This is an optimization exercise on Yosys and OpenROAD, whose aim is small area, a short achievable clock period and few clock cycles, not a production implementation.
Where RTL was checked, it was by simulation tests only, not by an equivalence proof against the original.
Function not checked in runs 1 and 2: the RTL went through the layout flow alone.

## flow/design.v (module list and top-level ports; edited modules follow where they fit)
// module bmcs_setup: 136 lines
// module bmcs_sqtree: 1127 lines
// module bmcs_bisect: 160 lines
// module bmcs_dstep2: 18 lines
// module bmcs_divide1: 82 lines
// module bmcs_divide2: 85 lines
// module bezier_middle_control_solver: 109 lines
module bezier_middle_control_solver (
   input  logic                  clock,
   input  logic                  reset,
   input  logic                  req_tvalid,
   output logic                  req_tready,
   input  logic [REQ_DATA_W-1:0] req_tdata,
   output logic                  rsp_tvalid,
   input  logic                  rsp_tready,
   output logic [RSP_DATA_W-1:0] rsp_tdata
);
  // ...
==> flow/flow/run.sh <==
#!/bin/bash
# Standard layout with a tighter setup target for timing repair.
set -e
echo "export SETUP_SLACK_MARGIN = 9.5" >> config.mk
bash standard.sh > standard.log 2>&1
==> flow/standard.sh <==
#!/bin/bash
# synth_recipe.tcl (not shown) runs the flow's synth.tcl, then flattens the netlist and writes it again
# the make line also repeats each setting of config.mk as NAME=value (left out here)
make -C /OpenROAD-flow-scripts/flow DESIGN_CONFIG=/design/flow/config.mk WORK_HOME=/design/flow/orfs CLKGATE_MAP_FILE= SYNTH_SCRIPT=/design/flow/synth_recipe.tcl "${@:-finish}"
==> flow/config.mk <==
export PLATFORM = sky130hd
export DESIGN_NAME = bezier_middle_control_solver
export DESIGN_NICKNAME = bezier_middle_control_solver
export VERILOG_FILES = /design/flow/design.v
export SDC_FILE = /design/flow/constraint.sdc
export NUM_CORES = 8
export LEC_CHECK = 0
export CAP_MARGIN = 40
export CORE_MARGIN = 2
export CORE_UTILIZATION = 60
export CTS_BUF_LIST = sky130_fd_sc_hd__clkbuf_8
export SLEW_MARGIN = 40
export SETUP_SLACK_MARGIN = 9.5
==> flow/constraint.sdc <==
create_clock -name core_clock -period 15.0 [get_ports {clock}]
set_input_delay 3.0000 -clock core_clock [delete_from_list [all_inputs] [get_ports {clock}]]
set_output_delay 3.0000 -clock core_clock [all_outputs]
set_load 0.01 [all_outputs]
==> impl_metrics.py, run 1 <==
metrics = {
    "run_status": {
        "status": "complete, no violations",
    },
    "final_layout": {
        "fill_cells": 24640,
        "final_nets": 23560,
        "finalInstanceArea_um2": 201800,
        "nClkBuffers": 438,
        "drive_above_1_share_pct": 9.636,
        "multi_input_comb_area_um2": 126400,
        "clk_share_pct": 3.852,
    },
    "synthesis": {
        "synth.area.mux_share_pct": 1.787,
        "yosysTopAreaCell": "edfxtp_1",
        "synthTopCellsByArea": "edfxtp_1 16%, ha_1 13%, fa_1 12%",
        "synth_edf_count": 952,
        "ys_warn_count": 4,
        "synth_top_family_by_area": "adder cells",
    },
    "clock_network": {
        "post_cts_buffers": 86,
        "post_cts_resized": 399,
        "cts.sinks": 1994,
    },
    "worst_setup_path": {
        "path_depth": 24,
        "start_kind": "flop",
        "rr_worst_depth": 24,
        "crit_type": "flop to flop",
        "crit_required_ns": 15.85,
        "worstReg2RegEnd": "u_setup.aqy[35]",
        "cpMaxStageDelayCell": "or3b_4",
        "arrival_ns": 6.63,
        "crit_start": "u_setup.cnt[0]",
    },
    "floorplanning": {
        "rows": 201,
        "n_tap_cell": 3958,
        "core-area_um2": 299300,
    },
    "drt": {
        "wire_per_inst_um": 26.62,
        "wl_met2_um": 252600,
        "finalWirelength_um": 659100,
        "via_per_inst": 6.397,
    },
    "grt": {
        "grt_start_max_net_pins": 196,
        "met2_usage_pct": 55.29,
    },
    "timing": {
        "post-route-min-period_ns": 5.781,
        "drv_slew": 0,
    },
    "placed_design": {
        "place_congestion": 1.024,
    },
    "hold_path": {
        "hold_start": "u_divide1.ovfx",
    },
}
==> module bmcs_setup, before the edit <==
module bmcs_setup (
   input  logic                    clock,
   input  logic                    reset,
   input  logic                    req_tvalid,
   output logic                    req_tready,
   input  logic [REQ_DATA_W-1:0]   req_tdata,
   input  logic                    take,
   output logic                    full,
   output logic [64:0]             o_uu,
   output logic signed [65:0]      o_g,
   output logic signed [ACC_W-1:0] o_c1,
   output logic signed [68:0]      o_c2,
   output logic [32:0]             o_dpx,
   output logic [32:0]             o_dpy,
   output logic [32:0]             o_spx,
   output logic [32:0]             o_spy,
   output logic [36:0]             o_nqx,
   output logic [36:0]             o_nqy,
   output logic                    o_z0
);
   logic        busy;
   logic [3:0]  cnt;
   logic signed [32:0] a0x, a0y, a2x, a2y;
   logic signed [36:0] aqx, aqy;
   logic [32:0] op;
   logic [64:0] r1;
   logic signed [65:0] r2;
   logic signed [ACC_W-1:0] r3, acc;
   logic        z0, xa, x1;
   assign req_tready = !busy && !full;
   wire accept = req_tvalid && req_tready;
   wire yc = cnt[0];
   logic signed [37:0] da, db, dsum;
   logic dsub;
   always_comb begin
      dsub = 1'b1;
      unique case (cnt[3:1])
         3'd0: begin da = yc ? a2y : a2x; db = yc ? a0y : a0x; end
         3'd1: begin da = yc ? a2y : a2x; db = yc ? aqy : aqx; end
         3'd2: begin da = yc ? a0y : a0x; db = yc ? aqy : aqx; end
         3'd3: begin da = yc ? a0y : a0x; db = yc ? a2y : a2x; dsub = 1'b0; end
         3'd4: begin da = (yc ? a0y : a0x) <<< 1; db = yc ? a2y : a2x; end
         default: begin da = (yc ? aqy : aqx) <<< 4; db = (yc ? a2y : a2x) <<< 2; end
      endcase
      dsum = dsub ? da - db : da + db;
   end
   wire sq_en = (cnt >= 4'd1) && (cnt <= 4'd6);
   logic [63:0] sqs_n, sqc_n;
   logic [ACC_W-1:0] sqs, sqc, xv, sum, ps, pc;
   bmcs_sqtree u_sq (
      .x ((op[31:0] ^ {32{op[32]}}) & {32{sq_en}}),
      .e (op[32] & sq_en),
      .s (sqs_n),
      .c (sqc_n)
   );
   always_comb begin
      unique case (cnt)
         4'd8:    begin ps = ACC_W'(r2) << 1; pc = ~acc; end
         4'd9:    begin ps = r3 << 4;         pc = ~(ACC_W'(r1) << 2); end
         4'd10:   begin ps = acc << 2;        pc = acc << 1; end
         default: begin ps = ACC_W'(sqs_n);   pc = ACC_W'(sqc_n); end
      endcase
   end
   assign xv  = (acc & {ACC_W{xa}}) | ACC_W'(x1);
   assign sum = sqs + sqc + xv;
   always_ff @(posedge clock) begin
      if (reset) begin
         busy <= 1'b0;
         full <= 1'b0;
         cnt  <= '0;
      end else begin
         if (accept) begin
            busy <= 1'b1;
            cnt  <= '0;
         end else if (busy) begin
            cnt <= cnt + 4'd1;
            if (cnt == 4'd11) begin
               busy <= 1'b0;
               full <= 1'b1;
            end
         end
         if (take) full <= 1'b0;
      end
   end
   always_ff @(posedge clock) begin
      if (accept) begin
         a0x <= {req_tdata[0*32+31], req_tdata[0*32 +: 32]};
         a0y <= {req_tdata[1*32+31], req_tdata[1*32 +: 32]};
         a2x <= {req_tdata[2*32+31], req_tdata[2*32 +: 32]};
         a2y <= {req_tdata[3*32+31], req_tdata[3*32 +: 32]};
         aqx <= {{5{req_tdata[4*32+31]}}, req_tdata[4*32 +: 32]};
         aqy <= {{5{req_tdata[5*32+31]}}, req_tdata[5*32 +: 32]};
      end else if (busy) begin
         unique case (cnt)
            4'd6:  a2x <= dsum[32:0];
            4'd7:  a2y <= dsum[32:0];
            4'd8:  a0x <= dsum[32:0];
            4'd9:  a0y <= dsum[32:0];
            4'd10: aqx <= dsum[36:0];
            4'd11: aqy <= dsum[36:0];
            default: ;
         endcase
      end
      sqs <= ps;
      sqc <= pc;
      if (accept) begin
         xa <= 1'b0;
         x1 <= 1'b0;
      end else if (busy) begin
         xa <= (cnt == 4'd2) || (cnt == 4'd4) || (cnt == 4'd5) || (cnt == 4'd6);
         x1 <= (cnt == 4'd8) || (cnt == 4'd9);
      end
      if (busy) begin
         op  <= dsum[32:0];
         acc <= sum;
         if (cnt == 4'd1) z0 <= (a0x == aqx[32:0]) && (a0y == aqy[32:0]);
         unique case (cnt)
            4'd4:         r1 <= acc[64:0];
            4'd6, 4'd10:  r2 <= acc[65:0];
            4'd8, 4'd11:  r3 <= acc;
            default: ;
         endcase
      end
   end
   assign o_uu  = r1;
   assign o_g   = r2;
   assign o_c1  = r3;
   assign o_c2  = acc[68:0];
   assign o_dpx = a0x;
   assign o_dpy = a0y;
   assign o_spx = a2x;
   assign o_spy = a2y;
   assign o_nqx = aqx;
   assign o_nqy = aqy;
   assign o_z0  = z0;
endmodule
==> run 2: changes to the inputs <==
--- a/flow/design.v
+++ b/flow/design.v
@@ -36,3 +36,3 @@
    logic signed [ACC_W-1:0] r3, acc;
-   logic        z0, xa, x1;
+   logic        z0;
    assign req_tready = !busy && !full;
@@ -56,3 +56,3 @@
    logic [63:0] sqs_n, sqc_n;
-   logic [ACC_W-1:0] sqs, sqc, xv, sum, ps, pc;
+   logic [ACC_W-1:0] sqs, sqc, sum, ps, pc;
    bmcs_sqtree u_sq (
@@ -65,10 +65,10 @@
       unique case (cnt)
-         4'd8:    begin ps = ACC_W'(r2) << 1; pc = ~acc; end
-         4'd9:    begin ps = r3 << 4;         pc = ~(ACC_W'(r1) << 2); end
-         4'd10:   begin ps = acc << 2;        pc = acc << 1; end
-         default: begin ps = ACC_W'(sqs_n);   pc = ACC_W'(sqc_n); end
+         4'd8:    begin ps = (ACC_W'(r2) << 1) | ACC_W'(1); pc = ~r3; end
+         4'd9:    begin ps = (r3 << 4) | ACC_W'(1);         pc = ~(ACC_W'(r1) << 2); end
+         4'd10:   begin ps = ACC_W'(r2) << 2;               pc = ACC_W'(r2) << 1; end
+         default: begin ps = ACC_W'(sqs_n);                 pc = ACC_W'(sqc_n); end
       endcase
    end
-   assign xv  = (acc & {ACC_W{xa}}) | ACC_W'(x1);
-   assign sum = sqs + sqc + xv;
+   assign sum = sqs + sqc + acc;
+   wire clr = (cnt <= 4'd1) || (cnt == 4'd3) || ((cnt >= 4'd7) && (cnt <= 4'd10));
    always_ff @(posedge clock) begin
@@ -113,17 +113,10 @@
       sqc <= pc;
-      if (accept) begin
-         xa <= 1'b0;
-         x1 <= 1'b0;
-      end else if (busy) begin
-         xa <= (cnt == 4'd2) || (cnt == 4'd4) || (cnt == 4'd5) || (cnt == 4'd6);
-         x1 <= (cnt == 4'd8) || (cnt == 4'd9);
-      end
       if (busy) begin
          op  <= dsum[32:0];
-         acc <= sum;
+         acc <= sum & {ACC_W{!clr}};
          if (cnt == 4'd1) z0 <= (a0x == aqx[32:0]) && (a0y == aqy[32:0]);
          unique case (cnt)
-            4'd4:         r1 <= acc[64:0];
-            4'd6, 4'd10:  r2 <= acc[65:0];
-            4'd8, 4'd11:  r3 <= acc;
+            4'd3:         r1 <= sum[64:0];
+            4'd5, 4'd9:   r2 <= sum[65:0];
+            4'd7, 4'd10:  r3 <= sum;
             default: ;
==> run 2 against run 1 <==
Against the previous run:
- worst hold slack about the same
- via count is essentially flat
- register-to-register slack lost 0.04 ns
- highest routed layer unchanged
==> impl_metrics.py, run 2 <==
metrics = {
    "grt": {
        "grt_start_max_net_pins": 190,
        "antenna_found_initial": 28,
        "gr-usage-met3_pct": 12.79,
        "overflow": 0,
        "met2_usage_pct": 56.75,
        "gr-usage-met1_pct": 60.94,
        "grt_pass1_wl_um": 956600,
        "grtUsageTotal_pct": 41.80,
        "busiest_layer": "met1",
        "grt_pass1_vias": 148600,
    },
    "timing": {
        "hold_slack_ns": 0.4181,
        "rsz0062_at_grt": "true",
        "clock_skew_ns": 0.1138,
        "final-setup-viol-count": 0,
        "report.final.hold_viol_count": 0,
        "drv_slew": 0,
        "post-route-min-period_ns": 5.816,
        "setup_ws_ns": 9.184,
        "tns_ns": 0,
        "finalCritPeriodShare_pct": 38.77,
        "slew-limit-headroom_pct": 34.38,
        "fmax_mhz": 171.9,
        "worst_slew_pin_slew_ns": 0.9844,
    },
    "worst_setup_path": {
        "r2r_setup_slack_ns": 9.18,
        "rr_worst_depth": 21,
        "worstSetupEndpoint": "u_setup.aqy[33]",
        "crit_required_ns": 15.82,
        "cp_max_fo": 10,
        "worstReg2RegEnd": "u_setup.aqy[33]",
        "crit_start": "u_setup.cnt[3]",
        "crit_type": "flop to flop",
        "reg2reg_from": "u_setup.cnt[3]",
        "start_kind": "flop",
        "arrival_ns": 6.64,
        "endpoint_kind": "flop",
    },
    "final_layout": {
        "largest_register_ffs": 111,
        "area_growth_pct": 13.23,
        "mostFrequentLayoutCells": "1911 x nand2_1, 1765 x nor2_1, 1728 x ha_1, 1539 x a21oi_1, 1434 x inv_1",
        "final_nets": 23520,
        "final_common_cell": "nand2_1",
        "drive_above_1_share_pct": 10.97,
        "max_flop_register": "u_bisect.c1r",
        "top_regs": "u_bisect.c1r: 111 flops, u_bisect.c0r: 108 flops, u_bisect.c2r: 108 flops",
    },
    "drt": {
        "vias": 158300,
        "post-route-drc-count": 0,
        "wire_per_inst_um": 26.70,
        "drt-initial-drc-count": 20460,
        "via_per_inst": 6.406,
        "drt_pass1_iterations": 8,
        "finalWirelength_um": 659600,
        "ant_nets": 0,
    },
    "synthesis": {
        "yosysTopAreaCell": "edfxtp_1",
        "synth_area_per_cell_um2": 8.920,
        "synth_top_area_share_pct": 15.89,
        "synth_compound_area_share_pct": 17.99,
        "synthArstFlopShare_pct": 0,
        "synth_common_cells": "1955 x nand2_1, 1915 x nor2_1, 1820 x ha_1, 1627 x a21oi_1, 1348 x inv_1",
        "synth_top_family_by_area": "adder cells",
        "synth_ff_type": "dfxtp_1",
        "synth-simple-area-share_pct": 14.07,
        "syn-cell-area_um2": 180000,
        "synth_adder_area_share_pct": 24.58,
        "syn_inst": 20180,
        "ys_seq_area_share_pct": 27.46,
        "synth_edf_count": 952,
        "synth.area.mux_share_pct": 1.993,
        "ys_ff_latch": 1992,
        "synthTopCellsByArea": "edfxtp_1 16%, ha_1 13%, fa_1 12%",
        "synth_xor_area_share_pct": 8.999,
        "yosysUniqueCellTypes": 106,
        "synth_most_common_cell": "nand2_1",
        "ys_warn_count": 4,
    },
    "placed_design": {
        "dpl_worst_slack_ns": 7.467,
        "place_congestion": 1.058,
        "port_buffers": 278,
        "dp_hpwl_um": 500500,
    },
    "floorplanning": {
        "die_h_um": 551.7,
        "rows": 201,
        "io_pins": 286,
        "die_area_um2": 304300,
        "core-area_um2": 299000,
        "initial_core_util_pct": 60.18,
        "die_x_um": 551.7,
    },
    "hold_path": {
        "hold_class": "flop to flop",
    },
    "run_status": {
        "status": "complete, no violations",
    },
    "clock_network": {
        "htreeDepth": 5,
        "cts_tree": "done",
        "cts_buffers": 363,
        "cts_root_buf": "clkbuf_8",
        "cts_buffer_depth": 4,
        "holdBufCountCts": 0,
        "clkTransAtPathRegs_ns": 0.06,
        "cts.sinks": 1992,
        "clk_latency_ns": 1.13,
    },
    "job": {
        "maxCapViolCount": 0,
    },
}
run 2: changes by cell type after synthesis, moves of 37 or more:
| cell | delta |
|---|---|
| a21oi_1 | -155 |
| a21o_1 | +131 |
| and2_1 | -74 |
| nand2_1 | -72 |
| nor2b_1 | +71 |
| nand4_1 | -69 |
| clkbuf_1 | -37 |
run 2: layer usage:
layer	vias up	wire, um
met1	76640	276300
met2	9394	258800
li1	70670	-
met4	22	32450
met3	1565	91630
met5	-	460
run 2: worst min path at each step:
stage	start	end	slack, ns	depth (start not counted)
floorplan	u_divide1.exact	u_divide2.exact	0.40	0
global placement	u_divide1.t[10]	u_divide2.t[10]	0.40	0
detailed placement	u_divide1.t[15]	u_divide2.t[15]	0.40	0
CTS	u_divide1.t[13]	u_divide2.t[13]	0.42	0
global route	u_divide1.ovfy	u_divide2.ovfy	0.43	0
finish	u_divide1.t[4]	u_divide2.t[4]	0.42	0
run 2: stage by stage:
step	std cells	util [%]	area, um2
floorplan	20180	-	180800
global placement	23640	62.34	186400
detailed placement	23650	62.46	186800
CTS	24510	66.53	198900
global route	24700	68.13	203700
finish	24710	68.14	203800
run 2: final cells by class:
type,instances,area (um2)
Timing Repair inverter,1,8.758
Clock buffer,406,5588
Clock inverter,259,1727
Multi-Input combinational cell,15870,127400
Timing Repair Buffer,852,9404
Sequential cell,1992,49450
Tap cell,3958,4952
Fill cell,24560,95270
Antenna cell,14,35.03
Inverter,1355,5218
run 2: repair_timing:
item / in CTS / in global routing
endpoints found under the setup margin: 852 / 496
buffers inserted: 153 / 166
pin swaps: 95 / 246
gates resized for setup: 520 / 660
gates cloned: 44 / 13
hold endpoints to repair: 0 / 0
run 2: cell families (layout without fill, tap and decap cells):
| family | Yosys count | in the layout |
|---|---|---|
| AO/OA/AOI/OAI | 5158 | 5160 |
| flip-flops | 1992 | 1992 |
| adder cells (fa/ha/maj) | 2892 | 2892 |
| XOR/XNOR | 1848 | 1848 |
| buffers and inverters | 2325 | 2873 |
| multiplexers | 318 | 318 |
| AND/OR/NAND/NOR | 5641 | 5646 |
| other | 1 | 21 |
run 2: worst max-delay path, stage by stage, from the launching register on:
cell and delay, ns:
dfxtp_4 0.39, buf_16 0.16, nand3b_1 0.19, buf_12 0.17, nand2_2 0.11, a222oi_1 0.37
o22ai_2 0.17, nor4b_4 0.36, nand2_1 0.09, or3b_4 0.44, o21ai_0 0.31, xnor2_1 0.13
ha_2 0.41, nand3_1 0.09, o41a_1 0.47, o31a_1 0.36, o211a_1 0.25, a21oi_2 0.22
a41o_1 0.30, o31ai_2 0.10, xor2_1 0.30, o21ai_1 0.11
==> module bmcs_dstep2, before the edit <==
module bmcs_dstep2 (
   input  logic [33:0] r,
   input  logic        b1,
   input  logic        b2,
   input  logic [33:0] d,
   input  logic [33:0] d3,
   output logic [33:0] r2,
   output logic [1:0]  q
);
   wire         sg = r[33];
   wire [33:0]  c  = {r[31:0], b1, b2};
   wire [33:0]  dd = d ^ {34{!sg}};
   wire [33:0]  r1 = {r[32:0], b1} + dd + 34'(!sg);
   wire [33:0]  c3 = c + (d3 ^ {34{!sg}}) + 34'(!sg);
   wire [33:0]  c1 = c + dd + 34'(!sg);
   assign r2 = (r1[33] == sg) ? c3 : c1;
   assign q  = {!r1[33], !r2[33]};
endmodule
==> run 3: changes to the inputs <==
--- a/flow/design.v
+++ b/flow/design.v
@@ -1436,6 +1436,6 @@
    wire [33:0]  c  = {r[31:0], b1, b2};
-   wire [33:0]  dd = d ^ {34{!sg}};
-   wire [33:0]  r1 = {r[32:0], b1} + dd + 34'(!sg);
-   wire [33:0]  c3 = c + (d3 ^ {34{!sg}}) + 34'(!sg);
-   wire [33:0]  c1 = c + dd + 34'(!sg);
+   wire [30:0]  dd = d[33:3] ^ {31{!sg}};
+   wire [33:0]  r1 = {r[32:2] + dd + 31'(!sg), r[1:0], b1};
+   wire [33:0]  c3 = {c[33:3] + (d3[33:3] ^ {31{!sg}}) + 31'(!sg), c[2:0]};
+   wire [33:0]  c1 = {c[33:3] + dd + 31'(!sg), c[2:0]};
    assign r2 = (r1[33] == sg) ? c3 : c1;
==> flow/flow/run.sh (replaced) <==
#!/bin/bash
# Standard layout with a tighter setup target for timing repair.
set -e
echo "export SETUP_SLACK_MARGIN = 9.75" >> config.mk
bash standard.sh > standard.log 2>&1
--- a/flow/config.mk
+++ b/flow/config.mk
@@ -12,2 +12,2 @@
 export SLEW_MARGIN = 40
-export SETUP_SLACK_MARGIN = 9.5
+export SETUP_SLACK_MARGIN = 9.75
==> run 3 against run 2 <==
Against the previous run:
- worst setup slack improved by 0.22 ns
- die area down 0.16%
- synthesized cell count grew 0.16%
- count of clock-buffer cells in the layout is 10 higher
- largest cell class unchanged
- non-clock buffer count grew 147
- sequential cell count is the same
- first-iteration DRC count up 1.2%
- highest routed layer unchanged
- cell area is 1.7% higher
- synthesized area down 0.16%
- still clean
- final cell count increased by 0.66%
- routed wire length grew 2.3%
==> impl_metrics.py, run 3 <==
metrics = {
    "run_status": {
        "status": "complete, no violations",
    },
    "worst_setup_path": {
        "endpoint_kind": "flop",
        "reg2reg_from": "u_bisect.c0r[107]",
        "slowest_delay_ns": 0.55,
        "arrival_ns": 6.57,
        "path_cells": "buf_16, buf_16, buf_12, xnor2_2, fa_1, ha_4, and2_4, a221o_1, a211oi_2, buf_4, o21ai_4, a21oi_4, nand4b_1, a31oi_4, buf_12, a221o_2, a211o_4, a2111oi_4, buf_4, buf_4, nor4b_2, mux2i_1, nor2_1",
        "cp_common_cell": "buf_4",
        "r2r_setup_slack_ns": 9.40,
        "start_kind": "flop",
        "crit_start": "u_bisect.c0r[107]",
        "rr_worst_depth": 23,
        "cp_max_fo": 9,
        "crit_required_ns": 15.97,
        "cpMaxStageDelayCell": "fa_1",
        "crit_type": "flop to flop",
        "worstSetupEndpoint": "u_bisect.c1r[104]",
        "worstReg2RegEnd": "u_bisect.c1r[104]",
    },
    "clock_network": {
        "cts_buffer_depth": 4,
        "cts_root_buf": "clkbuf_8",
        "cts_buffers": 365,
        "clkTransAtPathRegs_ns": 0.06,
        "clk_latency_ns": 1.19,
        "cts.sinks": 1992,
        "cts_tree": "done",
        "htreeDepth": 5,
    },
    "synthesis": {
        "yosysUniqueCellTypes": 115,
        "synth-simple-area-share_pct": 14.49,
        "yosysTopAreaCell": "edfxtp_1",
        "synth_most_common_cell": "nand2_1",
        "synth_compound_area_share_pct": 17.68,
        "synth_common_cells": "1993 x nand2_1, 1978 x nor2_1, 1786 x ha_1, 1541 x a21oi_1, 1399 x inv_1",
        "syn-cell-area_um2": 179700,
        "synth_edf_count": 952,
        "synth_top_area_share_pct": 15.91,
        "synth_adder_area_share_pct": 24.43,
        "ys_ff_latch": 1992,
        "synth_xor_area_share_pct": 8.920,
        "synth_ff_type": "dfxtp_1",
        "synthArstFlopShare_pct": 0,
        "syn_inst": 20210,
        "ys_warn_count": 4,
        "synthTopCellsByArea": "edfxtp_1 16%, ha_1 12%, fa_1 12%",
        "synth_area_per_cell_um2": 8.891,
        "synth.area.mux_share_pct": 1.890,
        "ys_seq_area_share_pct": 27.50,
        "synth_top_family_by_area": "adder cells",
    },
    "grt": {
        "grtUsageTotal_pct": 42.75,
        "overflow": 0,
        "grt_pass1_vias": 150300,
        "grt_start_max_net_pins": 153,
        "grt_pass1_wl_um": 974100,
        "antenna_found_initial": 34,
    },
    "timing": {
        "worst_slew_pin_slew_ns": 0.9725,
        "rsz0062_at_grt": "true",
        "finalCritPeriodShare_pct": 37.31,
        "tns_ns": 0,
        "drv_slew": 0,
        "clock_skew_ns": 0.1254,
        "post-route-min-period_ns": 5.597,
        "final-setup-viol-count": 0,
        "fmax_mhz": 178.7,
        "slew-limit-headroom_pct": 34.57,
        "report.final.hold_viol_count": 0,
    },
    "floorplanning": {
        "die_h_um": 551.2,
        "die_x_um": 551.2,
        "initial_core_util_pct": 60.44,
        "rows": 200,
        "core-area_um2": 297300,
        "die_area_um2": 303800,
        "io_pins": 286,
    },
    "drt": {
        "drt-initial-drc-count": 20710,
        "ant_nets": 0,
        "finalWirelength_um": 675000,
        "post-route-drc-count": 0,
        "wire_per_inst_um": 27.14,
        "via_per_inst": 6.431,
        "drt_pass1_iterations": 9,
        "vias": 159900,
    },
    "final_layout": {
        "top_regs": "u_bisect.c1r: 111 flops, u_bisect.c0r: 108 flops, u_bisect.c2r: 108 flops",
        "max_flop_register": "u_bisect.c1r",
        "drive_above_1_share_pct": 13.20,
        "mostFrequentLayoutCells": "1931 x nand2_1, 1815 x nor2_1, 1611 x ha_1, 1465 x inv_1, 1405 x a21oi_1",
        "final_nets": 23660,
        "fill_cells": 23850,
        "final_common_cell": "nand2_1",
        "area_growth_pct": 15.33,
        "largest_register_ffs": 111,
        "finalInstanceArea_um2": 207200,
    },
    "job": {
        "maxCapViolCount": 0,
    },
    "hold_path": {
        "hold_class": "flop to flop",
    },
    "placed_design": {
        "dp_hpwl_um": 504400,
        "place_congestion": 1.060,
        "port_buffers": 278,
        "place_area_um2": 186600,
    },
}
run 3: changes by cell type after synthesis, sizes merged, moves of 26 or more:
cell    change
a21o       -69
a21oi      -83
a221oi     +38
ha         -34
inv        +52
nand2      +38
nand4      +58
nor2       +60
nor2b      +27
o21a       +28
o21bai     +26
xnor2      -28
run 3: area by class of cell:
type	instances	area [um2]	area share, %
antenna	24	60.06	0.02898
clock inverter	260	1832	0.8840
inverter	1405	5395	2.604
multi-input combinational	15830	128900	62.19
tap	3939	4928	2.379
clock buffer	416	5725	2.763
sequential	1992	49490	23.88
timing repair buffer	999	10880	5.250
timing repair inverter	3	36.28	0.01751
run 3: repair_timing:
item                       in CTS  in global routing
cloned                         43                 18
pin swaps                     191                364
buffers inserted              245                216
hold buffers                    0                  0
resized for setup             781                854
setup endpoints to repair     997                624
run 3: how the worst min path moves through the flow:
stage	from	end	cells past startpoint
2_1_floorplan	u_divide1.exact	u_divide2.exact	0
6_report	u_setup.r1[38]	u_bisect.c3r[74]	2
3_5_place_dp	u_divide1.t[15]	u_divide2.t[15]	0
5_1_grt	u_divide1.t[2]	u_divide2.t[2]	0
3_3_place_gp	u_divide1.t[15]	u_divide2.t[15]	0
4_1_cts	u_setup.r1[38]	u_bisect.c3r[74]	2
run 3: metrics by stage:
stage	hold slack, ns	util [%]	instances	setup WS (ns)
after floorplan	0.4003	-	20210	9.332
after global placement	0.4001	62.60	23640	7.172
after detailed placement	0.4056	62.75	23650	7.139
after CTS	0.3961	67.65	24610	9.594
after global routing	0.4202	69.68	24850	9.314
final	0.3953	69.70	24870	9.403
run 3: logic make-up after synthesis:
kind of cell	after synthesis
other	1
XOR/XNOR	1829
flip-flops	1992
AO/OA/AOI/OAI	5035
AND/OR/NAND/NOR	5797
multiplexers	302
adder cells (fa/ha/maj)	2863
buffers and inverters	2388
run 3: metal layers:
layer  up-vias  GRT usage, %  wire length [um]
met3      1657         14.91             99660
met2      9892         58.48            266600
met4        36         16.13             30620
met1     77410         61.52            277800
li1      70940             -                 -
met5         -        0.1876               341
run 3: critical path, delay by kind of cell, from the launching register on:
family          cells  cell delay [ns]
compound gates      8             2.30
buf+inv             7             1.17
fa+ha+maj           2             0.77
simple gates        4             0.53
flops               1             0.37
mux                 1             0.18
xor+xnor            1             0.13
Testbench counts of run 3, summed over its fixed seeds: cycles 5,648.
==> run 4: changes to the inputs <==
==> flow/flow/run.sh (replaced) <==
#!/bin/bash
# Standard layout with a tighter setup target for timing repair.
set -e
echo "export SETUP_SLACK_MARGIN = 9.25" >> config.mk
bash standard.sh > standard.log 2>&1
--- a/flow/config.mk
+++ b/flow/config.mk
@@ -12,2 +12,2 @@
 export SLEW_MARGIN = 40
-export SETUP_SLACK_MARGIN = 9.75
+export SETUP_SLACK_MARGIN = 9.25
==> run 4 against run 3 <==
Against the previous run:
- critical path depth is 8 lower
- still clean on timing, DRC and antenna
- final cell count is 1.7% lower
- worst hold slack better by 0.020 ns
- worst setup slack worse by 0.21 ns
- clock skew is 0.039 ns lower
- utilization is 3.3 points lower
- register-to-register slack worse by 0.21 ns
==> impl_metrics.py, run 4 <==
metrics = {
    "placed_design": {
        "place_congestion": 1.067,
        "port_buffers": 278,
        "dp_hpwl_um": 507900,
    },
    "synthesis": {
        "synth_common_cells": "1993 x nand2_1, 1978 x nor2_1, 1786 x ha_1, 1541 x a21oi_1, 1399 x inv_1",
        "synthTopCellsByArea": "edfxtp_1 16%, ha_1 12%, fa_1 12%",
        "yosysTopAreaCell": "edfxtp_1",
        "yosysUniqueCellTypes": 115,
        "synth_area_per_cell_um2": 8.891,
        "synth_most_common_cell": "nand2_1",
        "ys_ff_latch": 1992,
        "synthArstFlopShare_pct": 0,
        "ys_seq_area_share_pct": 27.50,
        "syn-cell-area_um2": 179700,
        "synth_ff_type": "dfxtp_1",
        "synth_edf_count": 952,
        "synth_top_area_share_pct": 15.91,
        "syn_inst": 20210,
        "ys_warn_count": 4,
    },
    "worst_setup_path": {
        "cp_max_fo": 40,
        "endpoint_kind": "flop",
        "crit_type": "flop to flop",
        "start_kind": "flop",
        "crit_required_ns": 15.97,
        "arrival_ns": 6.78,
    },
    "final_layout": {
        "final_nets": 23260,
        "drive_above_1_share_pct": 7.537,
        "final_common_cell": "nand2_1",
        "largest_register_ffs": 111,
        "area_growth_pct": 9.831,
        "max_flop_register": "u_bisect.c1r",
        "top_regs": "u_bisect.c1r: 111 flops, u_bisect.c0r: 108 flops, u_bisect.c2r: 108 flops",
        "mostFrequentLayoutCells": "1969 x nand2_1, 1908 x nor2_1, 1761 x ha_1, 1513 x inv_1, 1501 x a21oi_1",
    },
    "drt": {
        "drt_pass1_iterations": 9,
        "finalWirelength_um": 651800,
        "drt-initial-drc-count": 19720,
        "post-route-drc-count": 0,
        "ant_nets": 0,
        "vias": 155900,
        "via_per_inst": 6.376,
        "wire_per_inst_um": 26.65,
    },
    "timing": {
        "post-route-min-period_ns": 5.810,
        "report.final.hold_viol_count": 0,
        "drv_slew": 0,
        "tns_ns": 0,
        "finalCritPeriodShare_pct": 38.73,
        "final-setup-viol-count": 0,
        "worst_slew_pin_slew_ns": 1.031,
        "hold_slack_ns": 0.4151,
        "slew-limit-headroom_pct": 30.77,
        "clock_skew_ns": 0.08593,
        "fmax_mhz": 172.1,
        "rsz0062_at_grt": "true",
    },
    "clock_network": {
        "cts_root_buf": "clkbuf_8",
        "htreeDepth": 5,
        "cts_tree": "done",
        "cts_buffer_depth": 4,
        "cts.sinks": 1992,
        "clk_latency_ns": 1.13,
        "cts_buffers": 357,
        "holdBufCountCts": 0,
        "clkTransAtPathRegs_ns": 0.06,
    },
    "grt": {
        "grt_pass1_wl_um": 951600,
        "grt_start_max_net_pins": 144,
        "grt_pass1_vias": 148300,
        "overflow": 0,
        "antenna_found_initial": 26,
        "grtUsageTotal_pct": 41.63,
    },
    "floorplanning": {
        "initial_core_util_pct": 60.44,
        "core-area_um2": 297300,
        "io_pins": 286,
        "die_area_um2": 303800,
        "die_h_um": 551.2,
        "rows": 200,
        "die_x_um": 551.2,
    },
    "job": {
        "maxCapViolCount": 0,
    },
    "run_status": {
        "status": "complete, no violations",
    },
    "hold_path": {
        "hold_class": "flop to flop",
    },
}
==> run 4: cell counts after synthesis <==
Identical to the previous run, type by type.
==> run 4: what timing repair did <==
item,4_1_cts,5_1_grt
setup buffers,42,61
cloned,11,11
endpoints found under the hold margin,0,0
resized for setup,200,255
endpoints found under the setup margin,760,418
pin swaps,22,67
==> run 4: cell type report <==
class,instances,area [um2]
fill,25010,99950
clock inverter,250,1684
clock buffer,411,5657
antenna,13,32.53
tap,3939,4928
inverter,1405,5379
timing repair buffer,609,6480
multi-input combinational,15830,123700
sequential,1992,49460
==> run 4: final timing paths <==
| check | start | end | slack (ns) | depth (start not counted) |
|---|---|---|---|---|
| worst max-delay path | u_bisect.c0r[107] | u_bisect.px | 9.19 | 15 |
| worst min-delay path | u_divide1.exact | u_divide2.exact | 0.42 | 0 |
| worst max register to register | u_bisect.c0r[107] | u_bisect.px | 9.19 | 15 |
| worst min register to register | u_divide1.exact | u_divide2.exact | 0.42 | 0 |
==> run 4: kinds of logic after synthesis <==
logic type | share of synthesized area, %
AOI/OAI and AO/OA | 17.68
xor gates and xnor gates | 8.920
adders and majority gates | 24.43
buffers and inverters | 5.079
DFF | 27.50
muxes | 1.890
other | 0.002087
and+or+nand+nor | 14.49
==> run 4: through the flow <==
step	setup WS, ns	std cells	util [%]	instance area (um2)
2_1_floorplan	9.166	20210	-	180300
3_3_place_gp	6.906	23650	62.51	185800
3_5_place_dp	7.119	23650	62.62	186200
4_1_cts	9.226	24360	65.69	195300
5_1_grt	9.147	24440	66.37	197300
6_report	9.190	24450	66.38	197300
==> run 4: critical path, cell delays in order (launching register included) <==
cell	delay, ns
dfxtp_4	0.43
buf_6	0.48
buf_6	0.39
buf_6	0.42
xor2_1	0.16
fa_1	0.56
inv_1	0.06
fa_1	0.52
ha_1	0.48
xnor2_1	0.15
nor4_1	0.50
nand4_1	0.23
nor4_1	0.57
a31oi_1	0.29
and3_1	0.27
a22o_1	0.18
==> run 4: metal layers <==
metal	vias to the layer above	routed length (um)	track usage, %
met5	-	371	0
met3	1356	92460	14.28
li1	70120	-	-
met4	24	27140	15.06
met1	75450	274100	60.08
met2	8958	257700	57.24
==> run 5: changes to the inputs <==
==> flow/flow/run.sh (replaced) <==
#!/bin/bash
# Standard layout with a tighter setup target for timing repair.
set -e
echo "export SETUP_SLACK_MARGIN = 9.5" >> config.mk
bash standard.sh > standard.log 2>&1
--- a/flow/config.mk
+++ b/flow/config.mk
@@ -12,2 +12,2 @@
 export SLEW_MARGIN = 40
-export SETUP_SLACK_MARGIN = 9.25
+export SETUP_SLACK_MARGIN = 9.5
==> run 5 against run 4 <==
Against the previous run:
- register-to-register slack better by 0.23 ns
- clock skew is 0.034 ns higher
- via count is 0.90% higher
- first-iteration DRC count is 0.90% lower
==> impl_metrics.py, run 5 <==
metrics = {
    "floorplanning": {
        "initial_core_util_pct": 60.44,
        "die_area_um2": 303800,
        "rows": 200,
        "die_x_um": 551.2,
        "core-area_um2": 297300,
        "io_pins": 286,
        "die_h_um": 551.2,
    },
    "grt": {
        "grtUsageTotal_pct": 41.30,
        "grt_pass1_wl_um": 947500,
        "grt_start_max_net_pins": 189,
        "overflow": 0,
        "antenna_found_initial": 33,
        "grt_pass1_vias": 148800,
    },
    "worst_setup_path": {
        "endpoint_kind": "flop",
        "cp_max_fo": 10,
        "start_kind": "flop",
        "crit_start": "u_bisect.c0r[107]",
        "crit_required_ns": 15.95,
        "reg2reg_from": "u_bisect.c0r[107]",
        "slowest_delay_ns": 0.52,
        "crit_type": "flop to flop",
        "path_cells": "buf_4, clkbuf_16, buf_4, clkbuf_16, xnor2_1, a21o_1, ha_1, ha_1, a21oi_1, o21ai_0, a221oi_1, o21ai_0, a31oi_1, o21ai_0, a21oi_1, a21oi_2, o21ai_2, nand3_1, a31oi_1, xor2_1, a21oi_1",
        "arrival_ns": 6.53,
        "cpMaxStageDelayCell": "a221oi_1",
    },
    "clock_network": {
        "clkTransAtPathRegs_ns": 0.07,
        "cts_buffer_depth": 4,
        "cts.sinks": 1992,
        "cts_buffers": 361,
        "htreeDepth": 5,
        "cts_root_buf": "clkbuf_8",
        "cts_tree": "done",
        "clk_latency_ns": 1.16,
    },
    "synthesis": {
        "ys_ff_latch": 1992,
        "synth_most_common_cell": "nand2_1",
        "ys_warn_count": 4,
        "synth_common_cells": "1993 x nand2_1, 1978 x nor2_1, 1786 x ha_1, 1541 x a21oi_1, 1399 x inv_1",
        "syn_inst": 20210,
        "synthArstFlopShare_pct": 0,
        "synth_top_area_share_pct": 15.91,
        "synth_area_per_cell_um2": 8.891,
        "yosysUniqueCellTypes": 115,
        "synth_ff_type": "dfxtp_1",
        "ys_seq_area_share_pct": 27.50,
        "synthTopCellsByArea": "edfxtp_1 16%, ha_1 12%, fa_1 12%",
        "synth_edf_count": 952,
        "syn-cell-area_um2": 179700,
        "yosysTopAreaCell": "edfxtp_1",
    },
    "timing": {
        "hold_slack_ns": 0.3996,
        "tns_ns": 0,
        "final-setup-viol-count": 0,
        "drv_slew": 0,
        "rsz0062_at_grt": "true",
        "slew-limit-headroom_pct": 29.40,
        "finalCritPeriodShare_pct": 37.17,
        "clock_skew_ns": 0.1201,
        "worst_slew_pin_slew_ns": 1.049,
        "report.final.hold_viol_count": 0,
        "fmax_mhz": 179.4,
        "post-route-min-period_ns": 5.575,
    },
    "placed_design": {
        "place_congestion": 1.042,
        "place_area_um2": 186400,
        "dp_hpwl_um": 494200,
        "port_buffers": 278,
        "dp_cells": 23630,
    },
    "final_layout": {
        "largest_register_ffs": 111,
        "top_regs": "u_bisect.c1r: 111 flops, u_bisect.c0r: 108 flops, u_bisect.c2r: 108 flops",
        "max_flop_register": "u_bisect.c1r",
        "final_util_pct": 68.01,
        "final_common_cell": "nand2_1",
        "drive_above_1_share_pct": 10.19,
        "final_cells": 24660,
        "mostFrequentLayoutCells": "1958 x nand2_1, 1869 x nor2_1, 1694 x ha_1, 1480 x inv_1, 1448 x a21oi_1",
        "area_growth_pct": 12.53,
        "finalInstanceArea_um2": 202200,
        "final_nets": 23430,
    },
    "drt": {
        "ant_nets": 0,
        "wire_per_inst_um": 26.44,
        "vias": 157300,
        "finalWirelength_um": 652000,
        "via_per_inst": 6.380,
        "drt_pass1_iterations": 7,
        "post-route-drc-count": 0,
        "drt-initial-drc-count": 19540,
    },
    "run_status": {
        "status": "complete, no violations",
    },
    "hold_path": {
        "hold_class": "flop to flop",
        "hold_start": "u_divide1.t[15]",
    },
    "job": {
        "maxCapViolCount": 0,
    },
}
-- run 5: changes by cell type in the layout (fill, tap and decap cells not counted), moves of 27 or more --
cell,delta
clkinv_2,+28
ha_2,+41
o21ai_0,-32
a21oi_2,+46
inv_1,-33
nor2_4,+28
xnor2_1,-34
xnor2_2,+27
buf_4,+107
a21oi_1,-53
nor2_1,-39
ha_1,-67
-- run 5: timing repair --
| item | 4_1_cts | 5_1_grt |
|---|---|---|
| gates cloned | 20 | 32 |
| setup endpoints to repair | 791 | 536 |
| gates resized for setup | 398 | 563 |
| hold buffers | 0 | 0 |
| buffers inserted | 110 | 153 |
| pin swaps | 74 | 164 |
-- run 5: kinds of logic (layout without fill, tap and decap cells) --
logic type / count (synthesis) / count (layout) / synth area share [%]
buf+inv: 2388 / 2857 / 5.079
other cells: 1 / 41 / 0.002087
flops: 1992 / 1992 / 27.50
fa+ha+maj: 2863 / 2863 / 24.43
mux: 302 / 302 / 1.890
xor+xnor: 1829 / 1829 / 8.920
compound gates: 5035 / 5037 / 17.68
simple gates: 5797 / 5798 / 14.49
-- run 5: routing by layer --
metal	vias to the layer above	routed length [um]	GRT usage [%]
li1	70530	-	-
met1	76150	270400	58.94
met2	9086	261400	57.62
met4	38	28520	15.07
met3	1499	90550	13.80
met5	-	1105	1.313
-- run 5: worst max-delay path, delay by kind of cell (launching register included) --
| family | cells | cell delay, ns |
|---|---|---|
| xor gates and xnor gates | 2 | 0.54 |
| DFF | 1 | 0.41 |
| adders and majority gates | 2 | 0.64 |
| and+or+nand+nor | 1 | 0.20 |
| buffers and inverters | 4 | 0.69 |
| AOI/OAI and AO/OA | 12 | 2.92 |
-- run 5: per-stage QoR --
step           setup WS (ns)
5_1_grt                9.335
6_report               9.425
4_1_cts                9.427
3_5_place_dp           7.373
2_1_floorplan          9.302
3_3_place_gp           7.232
-- run 5: worst paths after layout --
path | to | slack [ns] | depth (start not counted)
setup / recovery | u_bisect.c2r[103] | 9.43 | 21
hold / removal | u_divide2.t[15] | 0.40 | 0
setup reg to reg | u_bisect.c2r[103] | 9.43 | 21
hold reg to reg | u_divide2.t[15] | 0.40 | 0
-- run 5: area by class of cell --
type | count | area (um2)
multi-input combinational | 15840 | 126200
clock buffer | 404 | 5560
inverter | 1405 | 5403
tap | 3939 | 4928
sequential | 1992 | 49460
fill | 24650 | 95100
timing repair buffer | 774 | 8506
clock inverter | 271 | 2009
timing repair inverter | 3 | 26.28
antenna | 34 | 85.08
==> run 6: changes to the inputs <==
--- a/flow/design.v
+++ b/flow/design.v
@@ -40,15 +40,19 @@
    wire yc = cnt[0];
+   logic [5:0] grp;
    logic signed [37:0] da, db, dsum;
-   logic dsub;
+   logic signed [32:0] x0, x2;
+   logic signed [36:0] xq;
    always_comb begin
-      dsub = 1'b1;
-      unique case (cnt[3:1])
-         3'd0: begin da = yc ? a2y : a2x; db = yc ? a0y : a0x; end
-         3'd1: begin da = yc ? a2y : a2x; db = yc ? aqy : aqx; end
-         3'd2: begin da = yc ? a0y : a0x; db = yc ? aqy : aqx; end
-         3'd3: begin da = yc ? a0y : a0x; db = yc ? a2y : a2x; dsub = 1'b0; end
-         3'd4: begin da = (yc ? a0y : a0x) <<< 1; db = yc ? a2y : a2x; end
-         default: begin da = (yc ? aqy : aqx) <<< 4; db = (yc ? a2y : a2x) <<< 2; end
-      endcase
-      dsum = dsub ? da - db : da + db;
+      x0 = yc ? a0y : a0x;
+      x2 = yc ? a2y : a2x;
+      xq = yc ? aqy : aqx;
+      da = ({38{grp[0] | grp[1]}} & 38'(x2))
+         | ({38{grp[2] | grp[3]}} & 38'(x0))
+         | ({38{grp[4]}}          & (38'(x0) <<< 1))
+         | ({38{grp[5]}}          & (38'(xq) <<< 4));
+      db = ({38{grp[0]}}          & 38'(x0))
+         | ({38{grp[1] | grp[2]}} & 38'(xq))
+         | ({38{grp[3] | grp[4]}} & 38'(x2))
+         | ({38{grp[5]}}          & (38'(x2) <<< 2));
+      dsum = grp[3] ? da + db : da - db;
    end
@@ -113,2 +117,7 @@
       sqc <= pc;
+      if (accept) begin
+         grp <= 6'b000001;
+      end else if (busy) begin
+         grp <= 6'b000001 << ((cnt + 4'd1) >> 1);
+      end
       if (busy) begin
==> run 6 against run 5 <==
Against the previous run:
- first-iteration DRC count fell by 1.6%
- clock skew fell by 0.0064 ns
- sequential share of layout area rose by 0.29 points
- die area fell by 0.17%
==> impl_metrics.py, run 6 <==
metrics = {
    "synthesis": {
        "synth_common_cells": "1941 x nand2_1, 1878 x nor2_1, 1787 x ha_1, 1662 x a21oi_1, 1381 x inv_1",
        "synth_edf_count": 952,
        "ys_warn_count": 4,
        "ys_ff_latch": 1998,
        "synth_most_common_cell": "nand2_1",
        "synthTopCellsByArea": "edfxtp_1 16%, ha_1 12%, fa_1 12%",
        "ys_seq_area_share_pct": 27.61,
        "synthArstFlopShare_pct": 0,
        "synth_area_per_cell_um2": 8.929,
        "yosysTopAreaCell": "edfxtp_1",
        "synth_top_area_share_pct": 15.94,
        "syn-cell-area_um2": 179400,
        "synth_ff_type": "dfxtp_1",
        "syn_inst": 20090,
        "yosysUniqueCellTypes": 113,
    },
    "final_layout": {
        "max_flop_register": "u_bisect.c1r",
        "final_util_pct": 67.40,
        "area_growth_pct": 11.62,
        "largest_register_ffs": 111,
        "final_common_cell": "nand2_1",
        "top_regs": "u_bisect.c1r: 111 flops, u_bisect.c0r: 108 flops, u_bisect.c2r: 108 flops",
        "mostFrequentLayoutCells": "1906 x nand2_1, 1804 x nor2_1, 1711 x ha_1, 1593 x a21oi_1, 1466 x inv_1",
        "drive_above_1_share_pct": 9.585,
        "final_nets": 23240,
        "fill_cells": 24600,
    },
    "placed_design": {
        "port_buffers": 278,
        "place_congestion": 1.036,
        "dp_hpwl_um": 497000,
        "dpl_worst_slack_ns": 7.251,
    },
    "grt": {
        "grt_pass1_vias": 146100,
        "grtUsageTotal_pct": 40.74,
        "gr-usage-met1_pct": 59.95,
        "grt_pass1_wl_um": 933300,
        "grt_start_max_net_pins": 181,
        "antenna_found_initial": 29,
        "busiest_layer": "met1",
        "met2_usage_pct": 57.56,
        "gr-usage-met3_pct": 11.11,
        "overflow": 0,
    },
    "timing": {
        "drv_slew": 0,
        "finalCritPeriodShare_pct": 37.32,
        "clock_skew_ns": 0.1137,
        "post-route-min-period_ns": 5.599,
        "hold_slack_ns": 0.4087,
        "report.final.hold_viol_count": 0,
        "rsz0062_at_grt": "true",
        "worst_slew_pin_slew_ns": 1.057,
        "fmax_mhz": 178.6,
        "tns_ns": 0,
        "setup_ws_ns": 9.401,
        "final-setup-viol-count": 0,
        "slew-limit-headroom_pct": 29.24,
    },
    "floorplanning": {
        "core-area_um2": 297000,
        "io_pins": 286,
        "die_area_um2": 303300,
        "initial_core_util_pct": 60.38,
        "die_h_um": 550.8,
        "rows": 200,
        "die_x_um": 550.8,
    },
    "clock_network": {
        "cts.sinks": 1998,
        "cts_buffers": 362,
        "clk_latency_ns": 1.13,
        "htreeDepth": 5,
        "cts_root_buf": "clkbuf_8",
        "holdBufCountCts": 0,
        "clkTransAtPathRegs_ns": 0.06,
        "cts_buffer_depth": 4,
        "cts_tree": "done",
    },
    "drt": {
        "via_per_inst": 6.401,
        "wire_per_inst_um": 26.28,
        "drt-initial-drc-count": 19230,
        "post-route-drc-count": 0,
        "finalWirelength_um": 642600,
        "ant_nets": 0,
        "vias": 156500,
        "drt_pass1_iterations": 10,
    },
    "worst_setup_path": {
        "rr_worst_depth": 19,
        "crit_required_ns": 15.94,
        "r2r_setup_slack_ns": 9.40,
        "cp_max_fo": 8,
        "arrival_ns": 6.54,
        "worstReg2RegEnd": "u_bisect.mx",
        "endpoint_kind": "flop",
        "crit_type": "flop to flop",
        "start_kind": "flop",
        "reg2reg_from": "u_bisect.c0r[107]",
    },
    "run_status": {
        "status": "complete, no violations",
    },
    "hold_path": {
        "min_path_cells": 0,
        "hold_start": "u_divide1.exact",
        "hold_path_end": "u_divide2.exact",
        "hold_class": "flop to flop",
    },
    "job": {
        "maxCapViolCount": 0,
    },
}
-- run 6: worst max-delay path by stage --
stage,from,end
6_report,u_bisect.c0r[107],u_bisect.mx
5_1_grt,u_setup.cnt[0],u_setup.a2y[29]
4_1_cts,u_setup.grp[4],u_setup.a0y[26]
3_5_place_dp,u_bisect.c0r[107],u_bisect.c2r[106]
3_3_place_gp,u_bisect.c0r[107],u_bisect.c2r[106]
2_1_floorplan,u_setup.cnt[0],u_setup.sqc[30]
-- run 6: area by class of cell --
| cell class | count | area [um2] | share of cell area [%] |
|---|---|---|---|
| antenna | 20 | 50.05 | 0.02500 |
| inverter | 1386 | 5274 | 2.634 |
| sequential | 1998 | 49560 | 24.76 |
| tap | 3939 | 4928 | 2.462 |
| clock buffer | 418 | 5753 | 2.874 |
| multi-input combinational | 15730 | 125400 | 62.64 |
| clock inverter | 253 | 1813 | 0.9056 |
| timing repair buffer | 707 | 7423 | 3.708 |
-- run 6: what timing repair did --
action | in CTS | in global routing
endpoints found under the hold margin | 0 | 0
gates resized for setup | 340 | 474
setup endpoints to repair | 748 | 518
pin swaps | 68 | 186
gates cloned | 18 | 13
setup buffers | 73 | 125
-- run 6: metrics by stage --
| stage | cell area (um2) | std cells |
|---|---|---|
| floorplan | 179900 | 20090 |
| global placement | 185500 | 23520 |
| detailed placement | 186000 | 23530 |
| CTS | 196400 | 24290 |
| global route | 200100 | 24430 |
| finish | 200200 | 24450 |
-- run 6: routing by layer --
layer,share of wire [%],wire (um)
met1,43,273500
met2,40,259900
met3,13,84260
met4,3.8,24640
met5,0.055,356
-- run 6: kinds of logic (layout without fill, tap and decap cells) --
group | after synthesis | in the layout | share of synthesized area, %
and+or+nand+nor | 5596 | 5597 | 14.08
AOI/OAI and AO/OA | 5132 | 5132 | 18.06
adders and majority gates | 2863 | 2863 | 24.48
buffers and inverters | 2369 | 2764 | 5.044
DFF | 1998 | 1998 | 27.61
xor gates and xnor gates | 1846 | 1847 | 9.018
muxes | 283 | 283 | 1.707
other | 1 | 27 | 0.002091
-- run 6: critical path: stages, from the launching register on --
cell and delay [ns]:
dfxtp_4 0.38, buf_12 0.16, buf_16 0.16, buf_16 0.16, buf_12 0.14, xor2_1 0.17
fa_1 0.55, inv_1 0.06, fa_1 0.57, ha_4 0.24, buf_4 0.14, buf_4 0.14
xnor2_1 0.12, nor4_1 0.81, nand4_1 0.20, nor4_2 0.64, a31oi_1 0.37, nand3_1 0.23
inv_1 0.06, a22o_1 0.17
Testbench counts of run 6, summed over its fixed seeds: cycles 5,648.

## afterwards: timing with drivers on the ports
The flow's constraints put no driver on any port. The routed layouts listed below were extracted and timed again, unchanged, in two steps.
Step 1, drivers: a clkbuf_16 drives clock and a buf_2 each remaining input, both assumed.
Step 2 moves the port delays by t, midway between the first and last clock arrival at a register: inputs arrive t later, outputs are due t later. That takes back most of the time a late clock gives input paths.
Three values: ideal ports, drivers, drivers and shift; two values: the first two.
| run | shift t [ns] | setup slack, ns | hold WS [ns] | worst setup path at the end | latest minus earliest clock arrival (ns) |
|---|---|---|---|---|---|
| run 1 | 1.216 | 9.219 / 9.219 / 9.219 | 0.418 / 0.418 / 0.418 | register to register | 0.089 / 0.089 |
| run 2 | 1.197 | 9.184 / 9.184 / 9.184 | 0.418 / 0.418 / 0.418 | register to register | 0.126 / 0.127 |
| run 3 | 1.221 | 9.403 / 9.403 / 9.212 | 0.395 / 0.395 / 0.395 | input to register | 0.150 / 0.150 |
| run 4 | 1.199 | 9.190 / 9.190 / 8.744 | 0.415 / 0.415 / 0.415 | input to register | 0.088 / 0.088 |
| run 5 | 1.214 | 9.425 / 9.425 / 9.425 | 0.400 / 0.400 / 0.400 | register to register | 0.120 / 0.120 |
| run 6 | 1.193 | 9.401 / 9.401 / 9.401 | 0.409 / 0.409 / 0.409 | register to register | 0.127 / 0.128 |
After both steps setup and hold are still met in every run listed. For run 4, which loses most, drivers alone change the setup slack by 0.000 ns; drivers and shift together by -0.446 ns.
